Background: an optimization exercise with open tools, aiming at small area, a short achievable clock period and few clock cycles per item. Do not read the settings as production practice. Function was checked by simulation only, so behaviour that the tests miss may differ from the original. No activity file was given, so power comes from the tool's default toggle rates.

## flow/design.v

```verilog
package swfd_pkg;
    localparam int MAX_WORDS      = 16;
    localparam int RING_DEPTH     = 64;
    localparam int CFG_W          = 5;
    localparam int CNT_W          = $clog2(MAX_WORDS + 1);
    localparam int WIDX_W         = 4;
    localparam int FRAME_OVERHEAD = 9;
    localparam int FRAME_MAX      = FRAME_OVERHEAD + 2 * MAX_WORDS;
    localparam int HIST_DEPTH     = FRAME_MAX;
    localparam int POS_W          = 6;
    localparam logic [15:0] CRC_POLY   = 16'h1021;
    localparam logic [15:0] CRC_INIT   = 16'hFFFF;
    localparam logic [7:0]  FRAME_TYPE = 8'h01;
    localparam logic [7:0]  MARKER     = 8'h00;
    localparam logic [CFG_W-1:0] WORD_COUNT_RESET = 5'd1;
    localparam logic [15:0] CRC_00     = 16'h1D0F;
endpackage
module swfd_ram #(
    parameter int WIDTH = 8,
    parameter int DEPTH = 41
) (
    input  logic                    clk,
    input  logic                    we,
    input  logic                    rot,
    input  logic [WIDTH-1:0]        wdata,
    output logic [DEPTH*WIDTH-1:0]  rdata
);
    logic [WIDTH-1:0] mem [DEPTH];
    always_ff @(posedge clk)
    begin
        if (we)
        begin
            mem[0] <= rot ? mem[DEPTH-1] : wdata;
            for (int i = 1; i < DEPTH; i++)
            begin
                mem[i] <= mem[i-1];
            end
        end
    end
    always_comb
    begin
        for (int i = 0; i < DEPTH; i++)
        begin
            rdata[i*WIDTH +: WIDTH] = mem[i];
        end
    end
endmodule
module swfd_crc_unit (
    input  logic [15:0] crc_in,
    input  logic [7:0]  data_in,
    output logic [15:0] crc_out
);
    logic [15:0] c;
    always_comb
    begin
        c = crc_in ^ {data_in, 8'h00};
        for (int k = 0; k < 8; k++)
        begin
            if (c[15])
            begin
                c = {c[14:0], 1'b0} ^ swfd_pkg::CRC_POLY;
            end
            else
            begin
                c = {c[14:0], 1'b0};
            end
        end
        crc_out = c;
    end
endmodule
module sliding_window_frame_detector_unit (
    input  logic                        clk,
    input  logic                        rst_n,
    input  logic                        in_valid,
    output logic                        in_stall,
    input  logic [7:0]                  rx_byte,
    output logic                        out_valid,
    input  logic                        out_stall,
    output logic                        frame_found,
    output logic [7:0]                  frame_address,
    output logic                        has_word,
    output logic [swfd_pkg::WIDX_W-1:0] word_index,
    output logic [15:0]                 data_word,
    output logic                        last,
    input  logic                        cfg_we,
    input  logic [swfd_pkg::CFG_W-1:0]  cfg_wdata
);
    localparam int HD  = swfd_pkg::HIST_DEPTH;
    localparam int PW  = swfd_pkg::POS_W;
    localparam int CW  = swfd_pkg::CNT_W;
    localparam int WIW = swfd_pkg::WIDX_W;
    logic [swfd_pkg::CFG_W-1:0] word_count_reg;
    logic [CW-1:0]              n_cap;
    assign n_cap = (word_count_reg > 5'(swfd_pkg::MAX_WORDS)) ? CW'(swfd_pkg::MAX_WORDS)
                                                              : CW'(word_count_reg);
    logic          h_v, t_v;
    logic [7:0]    h_b, t_b;
    logic [CW-1:0] h_n, t_n;
    logic          accept;
    logic          consume;
    assign in_stall = t_v;
    assign accept   = in_valid && !t_v;
    logic [HD*8-1:0] hist_flat;
    logic [7:0]      hist [HD];
    logic [PW-1:0]   vcnt_reg;       
    logic            scan;
    swfd_ram #(
        .WIDTH (8),
        .DEPTH (HD)
    ) u_hist (
        .clk   (clk),
        .we    (consume || scan),
        .rot   (scan),
        .wdata (h_b),
        .rdata (hist_flat)
    );
    always_comb
    begin
        for (int i = 0; i < HD; i++)
        begin
            hist[i] = hist_flat[i*8 +: 8];
        end
    end
    logic [7:0]    sz;
    logic          hdr;
    logic [15:0]   hdr_crc;
    logic [15:0]   crc_a, crc_b;
    assign sz  = hist[1];
    assign hdr = (vcnt_reg >= PW'(4)) && (hist[3] == swfd_pkg::MARKER) && (hist[2] == swfd_pkg::MARKER) &&
                 sz[0] && (sz >= 8'(swfd_pkg::FRAME_OVERHEAD)) && (sz <= 8'(swfd_pkg::FRAME_MAX)) &&
                 (h_b == swfd_pkg::FRAME_TYPE);
    swfd_crc_unit u_crc_sz (.crc_in(swfd_pkg::CRC_00), .data_in(sz),                   .crc_out(crc_a));
    swfd_crc_unit u_crc_ad (.crc_in(crc_a),            .data_in(hist[0]),              .crc_out(crc_b));
    swfd_crc_unit u_crc_ty (.crc_in(crc_b),            .data_in(swfd_pkg::FRAME_TYPE), .crc_out(hdr_crc));
    logic          tv;
    logic [15:0]   tcrc;
    logic [PW-1:0] trem;
    logic [CW-1:0] tn;
    logic [15:0]   tupd;
    logic          tchk;
    logic          t_open;           
    logic          trk_good;
    swfd_crc_unit u_crc_trk (.crc_in(tcrc), .data_in(h_b), .crc_out(tupd));
    always_comb
    begin
        unique case (trem)
            PW'(4):  tchk = (tcrc[7:0]  == h_b);
            PW'(3):  tchk = (tcrc[15:8] == h_b);
            PW'(2):  tchk = (h_b == swfd_pkg::MARKER);
            PW'(1):  tchk = 1'b0;
            default: tchk = 1'b1;
        endcase
    end
    assign t_open   = tv && tchk;
    assign trk_good = tv && (trem == PW'(1)) && (tn == h_n) && (h_b == swfd_pkg::MARKER);
    logic          u_v;
    logic [PW-1:0] u_rem;
    logic [PW-1:0] wide_cnt;
    logic          u_end;
    logic          evict;
    logic          trig;
    assign u_end = u_v && (u_rem == PW'(1));
    assign evict = hdr && t_open;
    assign trig  = (h_b == swfd_pkg::MARKER) && (hist[0] == swfd_pkg::MARKER) && !trk_good &&
                   (u_end || (wide_cnt != '0));
    logic [15:0]   s_crc;
    logic [PW-1:0] s_off;
    logic          s_ok;
    logic [CW-1:0] s_n;
    logic [PW:0]   s_idx;            
    logic [7:0]    s_byte;
    logic [7:0]    s_f;
    logic [15:0]   s_upd;
    logic          s_chk;
    logic          s_done;
    assign s_byte = hist[HD-1];
    assign s_f    = 8'(swfd_pkg::FRAME_OVERHEAD) + 8'({s_n, 1'b0});
    assign s_idx  = (PW+1)'(s_f) - (PW+1)'(1) - (PW+1)'(s_off);
    assign s_done = (s_off == '0);
    swfd_crc_unit u_crc_scan (.crc_in(s_crc), .data_in(s_byte), .crc_out(s_upd));
    always_comb
    begin
        s_chk = 1'b1;
        if (s_idx == (PW+1)'(0) || s_idx == (PW+1)'(1) || s_off == PW'(1) || s_off == PW'(0))
        begin
            s_chk = (s_byte == swfd_pkg::MARKER);
        end
        if (s_idx == (PW+1)'(2))
        begin
            s_chk = (s_byte == s_f);
        end
        if (s_idx == (PW+1)'(4))
        begin
            s_chk = (s_byte == swfd_pkg::FRAME_TYPE);
        end
        if (s_off == PW'(3))
        begin
            s_chk = (s_byte == s_crc[7:0]);
        end
        if (s_off == PW'(2))
        begin
            s_chk = (s_byte == s_crc[15:8]);
        end
    end
    logic            r_v;
    logic            r_good;
    logic            r_hasw;
    logic [WIW-1:0]  r_i;
    logic [WIW-1:0]  r_m;
    logic [7:0]      r_addr;
    logic            r_last;
    logic            r_busy;
    logic            out_take;
    logic [CW-1:0]   sel;
    logic [15:0]     pair;
    logic [15:0]     word;
    assign r_last   = !r_hasw || (r_m == '0);
    assign r_busy   = r_v && !r_last;
    assign out_take = !out_valid || !out_stall;
    assign consume  = h_v && (!r_v || (out_take && r_last && !scan));
    assign sel = r_busy ? CW'(r_m) : h_n;
    always_comb
    begin
        pair = '0;
        for (int m = 0; m <= swfd_pkg::MAX_WORDS; m++)
        begin
            if (sel == CW'(m))
            begin
                pair = {hist[2*m+4], hist[2*m+5]};
            end
        end
    end
    assign word = (r_m == '0) ? {hist[4], hist[5]} : pair;
    logic             found_reg;
    logic [7:0]       faddr_reg;
    logic             has_word_reg;
    logic [WIW-1:0]   widx_reg;
    logic [15:0]      data_reg;
    logic             last_reg;
    always_ff @(posedge clk or negedge rst_n)
    begin
        if (!rst_n)
        begin
            word_count_reg <= swfd_pkg::WORD_COUNT_RESET;
            h_v            <= 1'b0;
            t_v            <= 1'b0;
            vcnt_reg       <= '0;
            tv             <= 1'b0;
            u_v            <= 1'b0;
            wide_cnt       <= '0;
            scan           <= 1'b0;
            r_v            <= 1'b0;
            out_valid      <= 1'b0;
        end
        else
        begin
            if (cfg_we)
            begin
                word_count_reg <= cfg_wdata;
            end
            if (t_v)
            begin
                if (consume)
                begin
                    t_v <= 1'b0;
                end
            end
            else if (h_v && !consume)
            begin
                t_v <= accept;
            end
            else
            begin
                h_v <= accept;
            end
            if (consume)
            begin
                if (vcnt_reg != '1)
                begin
                    vcnt_reg <= vcnt_reg + PW'(1);
                end
                tv <= hdr || t_open;
                if (evict && !(u_v && !u_end))
                begin
                    u_v <= 1'b1;
                end
                else if (u_end)
                begin
                    u_v <= 1'b0;
                end
                if (evict && u_v && !u_end)
                begin
                    wide_cnt <= PW'(37);
                end
                else if (wide_cnt != '0)
                begin
                    wide_cnt <= wide_cnt - PW'(1);
                end
                scan <= trig;
            end
            else if (scan && s_done)
            begin
                scan <= 1'b0;
            end
            if (consume)
            begin
                r_v <= 1'b1;
            end
            else if (out_take && r_last && !scan)
            begin
                r_v <= 1'b0;
            end
            if (out_take)
            begin
                out_valid <= r_v && !scan;
            end
        end
    end
    always_ff @(posedge clk)
    begin
        if (t_v)
        begin
            if (consume)
            begin
                h_b <= t_b;
                h_n <= t_n;
            end
        end
        else if (h_v && !consume)
        begin
            t_b <= rx_byte;
            t_n <= n_cap;
        end
        else
        begin
            h_b <= rx_byte;
            h_n <= n_cap;
        end
        if (consume)
        begin
            if (hdr)
            begin
                tcrc <= hdr_crc;
                trem <= PW'(sz - 8'd5);
                tn   <= CW'((sz - 8'(swfd_pkg::FRAME_OVERHEAD)) >> 1);
            end
            else
            begin
                if (trem >= PW'(5))
                begin
                    tcrc <= tupd;
                end
                trem <= trem - PW'(1);
            end
            if (evict && !(u_v && !u_end))
            begin
                u_rem <= trem - PW'(1);
            end
            else
            begin
                u_rem <= u_rem - PW'(1);
            end
        end
        if (consume)
        begin
            s_crc <= swfd_pkg::CRC_INIT;
            s_off <= PW'(HD - 1);
            s_ok  <= (vcnt_reg >= PW'(CW'(swfd_pkg::FRAME_OVERHEAD - 1) + {h_n, 1'b0}));
            s_n   <= h_n;
        end
        else if (scan)
        begin
            if (s_idx[PW] == 1'b0 && s_off >= PW'(4))
            begin
                s_crc <= s_upd;
            end
            s_ok  <= s_ok && (s_idx[PW] || s_chk);
            s_off <= s_off - PW'(1);
        end
        if (consume)
        begin
            r_good <= trk_good;
            r_hasw <= trk_good && (h_n != '0);
            r_i    <= '0;
            r_m    <= WIW'(h_n - CW'(1));
            r_addr <= pair[15:8];
        end
        else if (scan)
        begin
            if (s_idx == (PW+1)'(3))
            begin
                r_addr <= s_byte;
            end
            if (s_done)
            begin
                r_good <= s_ok && s_chk;
                r_hasw <= s_ok && s_chk && (s_n != '0);
            end
        end
        else if (out_take && !r_last)
        begin
            r_i <= r_i + WIW'(1);
            r_m <= r_m - WIW'(1);
        end
        if (out_take && r_v && !scan)
        begin
            found_reg    <= r_good;
            faddr_reg    <= r_good ? r_addr : 8'h00;
            has_word_reg <= r_hasw;
            widx_reg     <= r_i;
            data_reg     <= r_hasw ? word : 16'h0000;
            last_reg     <= r_last;
        end
    end
    assign frame_found   = found_reg;
    assign frame_address = faddr_reg;
    assign has_word      = has_word_reg;
    assign word_index    = widx_reg;
    assign data_word     = data_reg;
    assign last          = last_reg;
endmodule
```

## flow/run.sh

```bash
#!/bin/bash
# synth_recipe.tcl (not shown) runs the flow's synth.tcl, then flattens the netlist and writes it again
# the make line also repeats each setting of config.mk as NAME=value (left out here)
make -C /OpenROAD-flow-scripts/flow DESIGN_CONFIG=/design/flow/config.mk WORK_HOME=/design/flow/orfs CLKGATE_MAP_FILE= SYNTH_SCRIPT=/design/flow/synth_recipe.tcl finish
```

## flow/config.mk

```make
export PLATFORM = sky130hd
export DESIGN_NAME = sliding_window_frame_detector_unit
export DESIGN_NICKNAME = sliding_window_frame_detector_unit
export VERILOG_FILES = /design/flow/design.v
export SDC_FILE = /design/flow/constraint.sdc
export NUM_CORES = 4
export LEC_CHECK = 0
export ABC_CLOCK_PERIOD_IN_PS = 2500
export CAP_MARGIN = 20
export CORE_MARGIN = 2
export CORE_UTILIZATION = 40
export SETUP_SLACK_MARGIN = 3.5
export SLEW_MARGIN = 20
```

## flow/constraint.sdc

```tcl
create_clock -name core_clock -period 6.0 [get_ports {clk}]
set_input_delay 1.2000 -clock core_clock [delete_from_list [all_inputs] [get_ports {clk}]]
set_output_delay 1.2000 -clock core_clock [all_outputs]
set_load 0.01 [all_outputs]
```

==> run notes, run 1 <==
Post-Syn Area = 21900 um^2
Die X = 238 um
worst slew pin tran = 0.958 ns
Hold EP = u_hist.mem[39][4]
fin crit share = 51.4%
maximum number of pins on one net before global-route repair = 61
row count = 85
number of synthesis warnings = 6
syn_nets = 1704
Root Buffer Master = clkbuf_16
CTS sink cnt = 488
number of synthesized register bits = 488
worst hold-check path type = flop to flop
Die Area = 56700 um^2
Final Max Slew Viols = 0
GP Congestion = 0.919
Final Hold Vio Count = 0
VDD IR max = 0.000283 V
DR pass1 iterations = 8
Clock Skews = 0.0206 ns
DIE HEIGHT = 238 um
Max clock buf depth = 3
GRT met1 Usage = 33.0%
DR vias = 16400
Reg2Reg Setup Slack = 2.92 ns
Ports = 51
most frequent cells in the layout = edfxtp_1, buf_4, nand2_1
Routed WL per cell = 26.3 um
reg-to-reg endpoint = data_reg[3]
Area Overhead vs Synth = 34.2%
largest reg by FF count = u_hist.mem
R2R Path Start = r_m[1]
final net count = 2024
Crit. End Element = flop
HP Start = u_hist.mem[38][4]
count of cell types in the netlist = 84
register area share after synthesis = 65.1%
most common cell after layout, fill and taps aside = edfxtp_1
min Tclk post-route = 3.08 ns
status = complete, no violations
initial DRC count = 2124
WP data arrival = 3.53 ns
Total Neg Setup Slack = 0 ns
Top FF cell, synth = edfxtp_1
critical path type = flop to flop
hold path cells = 0
cts hold-fix bufs = 0
vias in the first global route = 15600
Leak = 10.4 nW
ratio of cells with drive above 1 in the final layout = 31.4%
M2 GR Usage = 36.1%
pwr dens = 668 nW/um^2
synth top area cells = edfxtp_1, xnor2_1, dfrtp_1
critical-path maximum fanout = 9
Rel. slew slack = 35.6%
first-pass GRT wire length = 100000 um
GRT busiest layer = met2
filler instances = 4333
RSZ-0062 raised after global routing = true
max cap viols = 0
DP HPWL = 42800 um
Async S/R FF share, synth = 4.92%
CTS Buf Count = 52
Worst-path clk slew = 0.06 ns
Vias/cell = 6.07
Startpoint Class = flop
share of the synthesized area in the top cell type = 60.0%
Cell Count, Final, Fillers Out = 2710
clock latency (worst-skew pair) = 0.62 ns
fin util = 54.4%
DRC violations left = 0
number of flip-flops under the largest register name = 328
post-synthesis cell count = 1654
initial antenna violation count = 2
M3 GR Usage = 4.87%
worst path required time = 6.45 ns
placed cells = 2340
total track usage = 23.5%
Starting Density = 40.6%
ANT cells = 0
Peak Freq = 324 MHz
Yosys top cell by area = edfxtp_1
Synth Area per Inst = 13.3 um^2
reg2reg path depth = 11
Min Hold Slack = 0.418 ns
total wire length = 71400 um
Final Setup Violations = 0
EDFF count, synth = 438
port buffer count = 50
CTS tree = yes
Final ANT Viol Nets = 0
total gr overflow = 0
CTS HTree Levels = 2
Core ar. = 54000 um^2
[critical path: stages, from the launching register on]
cell      delay (ns)
edfxtp_1        0.51
nor4_4          0.38
buf_4           0.17
buf_6           0.11
nor2_4          0.04
buf_6           0.14
buf_12          0.14
o22ai_4         0.37
nor2_1          0.19
a31oi_1         0.35
o211ai_1        0.27
a21oi_2         0.24
[area by class of cell]
| cell class | instances | area, um^2 | share of cell area, % |
|---|---|---|---|
| Multi-Input combinational cell | 1053 | 8690 | 29.5 |
| Timing Repair inverter | 4 | 57.6 | 0.196 |
| Clock inverter | 34 | 298 | 1.01 |
| Clock buffer | 60 | 1330 | 4.53 |
| Tap cell | 696 | 871 | 2.96 |
| Timing Repair Buffer | 333 | 3710 | 12.6 |
| Inverter | 42 | 184 | 0.625 |
| Sequential cell | 488 | 14300 | 48.5 |
[per-stage QoR]
step	power, mW	setup slack [ns]	cell area (um^2)
after floorplan	10.8	1.62	22100
after global placement	13.0	1.78	23300
after detailed placement	13.1	1.76	23300
after CTS	18.0	3.00	27500
after global routing	20.5	2.84	29400
final	19.7	2.92	29400
[synth_stat cells (20+ instances only)]
library cell,number
edfxtp_1,438
nand2_1,114
xnor2_1,102
nor2_1,85
o21ai_0,77
a21oi_1,59
xor2_1,55
clkbuf_1,42
inv_1,42
o211ai_1,36
a22oi_1,34
ha_1,32
nand3_1,32
nor4_1,31
buf_2,27
nand4_1,27
dfxtp_1,26
mux2_2,26
nor3_1,26
dfrtp_1,23
a31oi_1,22
o22ai_1,20
[per-layer routing]
layer / wire, um / share of wire (%) / vias to the layer above
met1: 29400 / 41 / 8179
met2: 31600 / 44 / 974
met5: 13 / 0.018 / -
met3: 6900 / 9.7 / 228
li1: - / - / 7060
met4: 3430 / 4.8 / 2
[worst max-delay path by stage]
stage / startpoint / to / slack, ns / cells after the start
3_5_place_dp: r_hasw / data_reg[10] / 1.76 / 8
4_1_cts: r_m[0] / r_addr[2] / 3.00 / 9
3_3_place_gp: r_hasw / data_reg[10] / 1.78 / 8
6_report: r_m[1] / data_reg[3] / 2.92 / 11
5_1_grt: r_m[1] / data_reg[3] / 2.84 / 11
2_1_floorplan: out_stall / s_ok / 1.62 / 4
[repair_timing]
action	4_1_cts	5_1_grt
gates resized for setup	297	164
cloned	16	38
endpoints found under the setup margin	564	462
setup buffers	162	59
pin swaps	74	76
[report_power, final]
| part | total (mW) | switching [mW] | internal, mW |
|---|---|---|---|
| clock | 3.12 | 1.35 | 1.76 |
| sequential | 6.99 | 1.21 | 5.79 |
| combinational | 9.54 | 5.23 | 4.31 |
[kinds of logic after synthesis]
group                      after synthesis  synth area share [%]
muxes                                   44                  2.16
xor gates and xnor gates               157                  6.27
AOI/OAI and AO/OA                      401                  12.7
DFF                                    488                  65.1
buffers and inverters                  124                  2.43
and+or+nand+nor                        408                  9.46
adders and majority gates               32                  1.83
Testbench counts, summed over its fixed seeds: cycles 27,837, bytes 24,469.
==> run 2, diff against run 1 <==
--- a/flow/config.mk
+++ b/flow/config.mk
@@ -5,9 +5,7 @@
 export SDC_FILE = /design/flow/constraint.sdc
 export NUM_CORES = 4
 export LEC_CHECK = 0
-export ABC_CLOCK_PERIOD_IN_PS = 2500
 export CAP_MARGIN = 20
 export CORE_MARGIN = 2
 export CORE_UTILIZATION = 40
-export SETUP_SLACK_MARGIN = 3.5
 export SLEW_MARGIN = 20
==> run 2 against run 1 <==
Net effect: count of clock-buffer cells in the layout fell by 6; synthesized cell count did not move; non-clock buffer count fell by 255; wire length fell by 18%; flip-flop and latch count did not move; die area did not move; largest cell class unchanged; clock power rose by 6.7%; total power fell by 17%; utilization fell by 8.2 points.
==> run notes, run 2 <==
Area Overhead vs Synth = 13.9%
CTS tree = yes
Top FF cell, synth = edfxtp_1
number of setup buffers added after CTS = 0
post-synthesis adder-cell area fraction = 1.83%
final net count = 1752
Slowest cell on crit path = a211oi_1
top post-synthesis cells by count = edfxtp_1, nand2_1, xnor2_1, nor2_1, o21ai_0
DR pass1 iterations = 6
worst path required time = 6.46 ns
Largest stage delay, worst path = 0.77 ns
EDFF count, synth = 438
worst hold-check path type = flop to flop
critical-path maximum fanout = 23
post-synthesis cell count = 1654
hold path cells = 0
port buffer count = 50
Die Area = 56700 um^2
ANT cells = 0
ratio of cells with drive above 1 in the final layout = 10.0%
Final Max Slew Viols = 0
Final ANT Viol Nets = 0
RSZ-0062 raised after global routing = false
total track usage = 20.4%
Die X = 238 um
reg-to-reg endpoint = r_addr[7]
Root Buffer Master = clkbuf_16
number of flip-flops under the largest register name = 328
Synth Area per Inst = 13.3 um^2
largest family of logic cells by synthesized area = compound AO/OA/AOI/OAI gates
clock latency (worst-skew pair) = 0.60 ns
Cell Count, Final, Fillers Out = 2440
WP data arrival = 4.58 ns
Starting Density = 40.6%
CTS sink cnt = 488
Post-Synth Simple-Gate Area = 9.46%
maximum number of pins on one net before global-route repair = 216
pwr dens = 654 nW/um^2
reg2reg path depth = 9
Synth Area in XOR/XNOR = 6.27%
register area share after synthesis = 65.1%
fin util = 46.2%
initial antenna violation count = 0
Core ar. = 54000 um^2
DIE HEIGHT = 238 um
Max clock buf depth = 3
Post-Layout Inst Area = 25000 um^2
syn_nets = 1704
Final Hold Vio Count = 0
most common cell after layout, fill and taps aside = edfxtp_1
Reg2Reg Setup Slack = 1.88 ns
Clock Skews = 0.0257 ns
count leader, synth = edfxtp_1
Area after DPL = 23200 um^2
register area = 14300 um^2
GP Congestion = 0.930
fin crit share = 68.7%
Min Hold Slack = 0.418 ns
Routed WL per cell = 23.9 um
most frequent cells in the layout = edfxtp_1, nand2_1, xnor2_1
largest reg by FF count = u_hist.mem
CTS Buf Count = 50
filler instances = 4743
Crit. End Element = flop
worst-path cell chain = nor4_4 -> buf_4 -> nor2_1 -> buf_4 -> a31oi_1 -> o2111ai_1 -> a211oi_1 -> o211ai_1 -> nand3_1
total gr overflow = 0
Worst-path clk slew = 0.06 ns
Ports = 51
row count = 85
Yosys top cell by area = edfxtp_1
total wire length = 58400 um
placed cells = 2345
Async S/R FF share, synth = 4.92%
CTS HTree Levels = 2
cts hold-fix bufs = 0
share of the synthesized area in the top cell type = 60.0%
Multi-input gate area = 7170 um^2
critical path type = flop to flop
Total Neg Setup Slack = 0 ns
R2R Path Start = r_m[1]
DRC violations left = 0
Hold EP = u_hist.mem[39][2]
Leak = 8.44 nW
synth top area cells = edfxtp_1, xnor2_1, dfrtp_1
vias in the first global route = 13600
Peak Freq = 243 MHz
worst slew pin tran = 1.05 ns
min Tclk post-route = 4.12 ns
Vias/cell = 5.92
Final Setup Violations = 0
number of synthesized register bits = 488
Startpoint Class = flop
post-synthesis mux area share = 2.16%
first-pass GRT wire length = 87600 um
crit-path most repeated cell = buf_4
status = complete, no violations
DP HPWL = 40900 um
max cap viols = 0
Post-CTS Resized = 0
count of cell types in the netlist = 84
HP Start = u_hist.mem[38][2]
Rel. slew slack = 29.2%
Synth Area in Compound Gates = 12.7%
Post-Syn Area = 21900 um^2
DR vias = 14400
VDD IR max = 0.000310 V
number of synthesis warnings = 6
initial DRC count = 1698
## run 2: cell counts after synthesis
No cell type changed its count.
## run 2: cell type report
class,count,area share (%)
Tap cell,696,3.49
Timing Repair Buffer,78,2.98
Inverter,42,0.631
Clock buffer,54,5.11
Multi-Input combinational cell,1042,28.7
Clock inverter,40,1.90
Sequential cell,488,57.2
## run 2: worst max-delay path by stage
stage | from | to | slack [ns] | depth (start not counted)
floorplan | out_stall | s_ok | 1.47 | 4
CTS | r_m[1] | u_hist.mem[14][6] | 1.96 | 6
finish | r_m[1] | r_addr[7] | 1.88 | 9
global route | r_m[1] | u_hist.mem[13][6] | 1.66 | 6
global placement | out_stall | u_hist.mem[11][5] | 1.82 | 6
detailed placement | out_stall | u_hist.mem[12][5] | 1.78 | 6
## run 2: report_power, final
group | switching, mW | leakage [nW] | internal [mW]
Sequential | 1.29 | 4.62 | 5.80
Combinational | 3.67 | 2.98 | 2.23
Clock | 1.35 | 0.846 | 1.98
## run 2: logic make-up (layout without fill, tap and decap cells)
kind of cell             count (synthesis)  in the layout
buffers and inverters                  124            214
XOR/XNOR                               157            157
multiplexers                            44             44
AO/OA/AOI/OAI                          401            401
flip-flops                             488            488
adder cells (fa/ha/maj)                 32             32
AND/OR/NAND/NOR                        408            408
## run 2: per-layer routing
layer	global-route usage [%]	share of wire (%)
met5	0	0
met4	5.49	2.4
met3	4.75	9.2
met2	30.1	44
met1	30.1	45
## run 2: stage by stage
step	worst slack, ns	power [mW]
finish	1.88	16.3
global route	1.66	17.1
CTS	1.96	16.3
detailed placement	1.78	12.9
global placement	1.82	12.9
floorplan	1.47	10.7
## run 2: critical path, delay by kind of cell (launching register included)
kind                   cells  cell delay (ns)
AO/OA/AOI/OAI              4             1.71
buffers and inverters      2             0.62
flip-flops                 1             0.71
AND/OR/NAND/NOR            3             0.92

[static timing again, ports no longer ideal]
In the flow no input, the clock included, has a driving cell. The finished layouts below were timed again as built, in two steps.
Step 1 assumes that a clkbuf_16 drives the clock port and a buf_2 every other input.
Step 2 moves the port delays by t, midway between the first and last clock arrival at a register: inputs arrive t later, outputs are due t later. That takes back most of the time a late clock gives input paths.
Three values: ideal ports, drivers, drivers and shift; two values: the first two.
run	shift t [ns]	slack for setup (ns)	worst hold slack (ns)	worst register clock-pin slew, ns	cell pins on the clock port's net
run 1	0.667	2.918 / 2.918 / 2.800	0.418 / 0.418 / 0.418	0.07 / 0.07	1
run 2	0.647	1.877 / 1.877 / 1.765	0.418 / 0.418 / 0.418	0.07 / 0.07	1
After both steps every run listed still meets setup and hold. For run 1, which loses most, drivers alone change the setup slack by 0.000 ns; drivers and shift together by -0.118 ns.
